What follows belongs to an exercise in optimizing a design on an open flow for a short achievable clock period and few clock cycles per item; a production flow would make more cautious choices. Only simulation tests tie the RTL to the original design; equivalence was not proved. The clock port is modelled as an ideal driver; clocking choices that lean on that would not hold on a real chip. Power figures rest on the tool's default switching activity, not on a simulated workload.

## run D
## icache_dm
module icache_dm #(
    parameter int ADDR_W         = 32,
    parameter int DATA_W         = 32,
    parameter int SETS           = 16,
    parameter int WORDS_PER_LINE = 4
) (
    input  logic              clk,
    input  logic              nrst,
    input  logic              cpu_req,
    input  logic [ADDR_W-1:0] cpu_addr,
    output logic [DATA_W-1:0] cpu_rdata,
    output logic              cpu_ready,
    input  logic              flush,
    output logic              mem_req,
    output logic [ADDR_W-1:0] mem_addr,
    input  logic              mem_ack,
    input  logic [DATA_W-1:0] mem_rdata
);
Size: roughly 8,300 cells after synthesis, about 2,900 flip-flops, about 0.15 mm2 of cells after synthesis.
export LEC_CHECK = 0
export CAP_MARGIN = 20
export CORE_MARGIN = 2
export CORE_UTILIZATION = 45
export SETUP_SLACK_MARGIN = 3.5
export SLEW_MARGIN = 20
export SYNTH_HIERARCHICAL = 1
export SYNTH_MINIMUM_KEEP_SIZE = 0
export TNS_END_PERCENT = 30
create_clock -name core_clock -period 7.0 [get_ports {clk}]
standard.sh (not shown) runs the stock make flow with config.mk's settings and CLKGATE_MAP_FILE= SYNTH_SCRIPT=/design/flow/synth_recipe.tcl, a recipe that flattens the netlist after the stock synthesis.
==> flow/flow/run.sh <==
#!/bin/bash
# The standard layout (standard.sh), with five changes:
#  - the ports are placed by flow/io.tcl: the fetch-side ports that share
#    combinational paths sit side by side in the middle of one edge;
#  - every port still gets a buffer, but a buf_4 rather than the smallest
#    buffer, and the resizer may swap cells across footprints, so a slow
#    port buffer can be sized up;
#  - after global placement, flow/cluster.tcl moves the cells that decide
#    cpu_ready and mem_req next to those ports (detailed placement then
#    legalises them as usual);
#  - before clock tree synthesis, flow/direct.tcl feeds the gates on the
#    paths to cpu_ready and mem_req straight from their port buffers,
#    skipping the buffers repair put in front of the port buffers' far loads
#    (same logic, fewer buffers on those paths).
# make's full output goes to flow_make.log in this folder; each ORFS step
# keeps its own log under orfs/logs.
set -euo pipefail
cd "$(dirname "$0")/.."
bash standard.sh finish \
  IO_CONSTRAINTS="$PWD/flow/io.tcl" \
  MATCH_CELL_FOOTPRINT=0 \
  POST_GLOBAL_PLACE_TCL="$PWD/flow/cluster.tcl" \
  PRE_CTS_TCL="$PWD/flow/direct.tcl" \
  BUFFER_PORTS_ARGS="-buffer_cell sky130_fd_sc_hd__buf_4" \
  > "$PWD/flow_make.log" 2>&1
==> flow/flow/direct.tcl <==
# Feed each gate on the paths to cpu_ready and mem_req straight from the port
# buffer it hangs behind, rather than through the buffers that timing repair
# put in front of the port buffer's other (far) loads. The logic is the same:
# only buffers are skipped.
set block [ord::get_db_block]
proc is_buf {inst} {
  set m [[$inst getMaster] getName]
  return [expr {[string match "sky130_fd_sc_hd__buf_*" $m] || [string match "sky130_fd_sc_hd__clkbuf_*" $m]}]
}
proc port_buf_net {net} {
  # follow a chain of buffers back from net; return the net a port buffer
  # drives, or "" if the chain does not start at a port buffer
  set hops 0
  while {$hops < 8} {
    set drv ""
    foreach it [$net getITerms] {
      if {[$it isOutputSignal]} { set drv $it }
    }
    if {$drv eq ""} { return "" }
    set inst [$drv getInst]
    if {![is_buf $inst]} { return "" }
    set in ""
    foreach it [$inst getITerms] {
      if {[$it isInputSignal]} { set in [$it getNet] }
    }
    if {$in eq "" || $in eq "NULL"} { return "" }
    if {[llength [$in getBTerms]] > 0} {
      if {$hops == 0} { return "" }
      return $net
    }
    set net $in
    incr hops
  }
  return ""
}
set moved 0
foreach p {cpu_ready mem_req} {
  foreach c [get_fanin -to [get_ports $p] -flat -only_cells] {
    set inst [sta::sta_to_db_inst $c]
    if {$inst eq "NULL" || $inst eq ""} { continue }
    if {[is_buf $inst]} { continue }
    foreach it [$inst getITerms] {
      if {![$it isInputSignal]} { continue }
      set net [$it getNet]
      if {$net eq "NULL"} { continue }
      set src [port_buf_net $net]
      if {$src ne "" && $src ne $net} {
        $it disconnect
        $it connect $src
        incr moved
      }
    }
  }
}
puts "direct.tcl: $moved gate inputs now fed straight from their port buffers"
Other scripts of this flow, unchanged in this note and not shown: flow/flow/cluster.tcl, flow/flow/io.tcl
Testbench counts of run D, summed over its fixed seeds: cycles 243,306, fetches 96,000.
[inputs] run C vs run D
- changing CORE_UTILIZATION from 45 to 55
==> flow/flow/run.sh <==
#!/bin/bash
# The standard layout (standard.sh), with four changes:
#  - the ports are placed by flow/io.tcl: the fetch-side ports that share
#    combinational paths sit side by side in the middle of one edge;
#  - every port still gets a buffer, but a buf_4 rather than the smallest
#    buffer, and the resizer may swap cells across footprints, so a slow
#    port buffer can be sized up;
#  - after global placement, flow/cluster.tcl moves the cells that decide
#    cpu_ready and mem_req next to those ports (detailed placement then
#    legalises them as usual).
# make's full output goes to flow_make.log in this folder; each ORFS step
# keeps its own log under orfs/logs.
set -euo pipefail
cd "$(dirname "$0")/.."
bash standard.sh finish \
  IO_CONSTRAINTS="$PWD/flow/io.tcl" \
  MATCH_CELL_FOOTPRINT=0 \
  POST_GLOBAL_PLACE_TCL="$PWD/flow/cluster.tcl" \
  BUFFER_PORTS_ARGS="-buffer_cell sky130_fd_sc_hd__buf_4" \
  > "$PWD/flow_make.log" 2>&1
removed: flow/flow/direct.tcl
### Flow results
Run C has completed all stages; timing, DRC and antenna checks passed. Run C against run D: areal power density over the cells moved down, post-route total power now smaller, final critical-path share of the clock period now larger, non-clock buffer total of the final layout up about 2%. The sequential share of cell area of run C is higher than that of run D. Run D -> run C: total die area decreased by more than 10%.

static timing again, ports no longer ideal:
The flow's constraints put no driver on any port. The routed layouts listed below were extracted and timed again, unchanged, in two steps.
Step 1, drivers: a clkbuf_16 drives clk and a buf_2 each remaining input, both assumed.
Step 2 adds t to the input delays and takes it off the output delays; t is the mean of the earliest and latest rising clock arrival at the registers after step 1. Input paths then give back, and output paths get back, about the clock's delay inside the block.
Three values: no drivers, after step 1, after step 2; two values: the first two.
run | t (ns) | setup WS [ns] | hold slack, ns | worst setup path at the end
run D | 1.014 | 2.730 / 2.499 / 1.647 | 0.340 / 0.389 / 0.394 | input to register
run C | 1.026 | 2.653 / 2.366 / 1.508 | 0.429 / 0.429 / 0.429 | input to register
After both steps every run listed still meets setup and hold. The setup slack of run C, which loses most, moves by -0.287 ns with the drivers and by -1.145 ns with both steps.
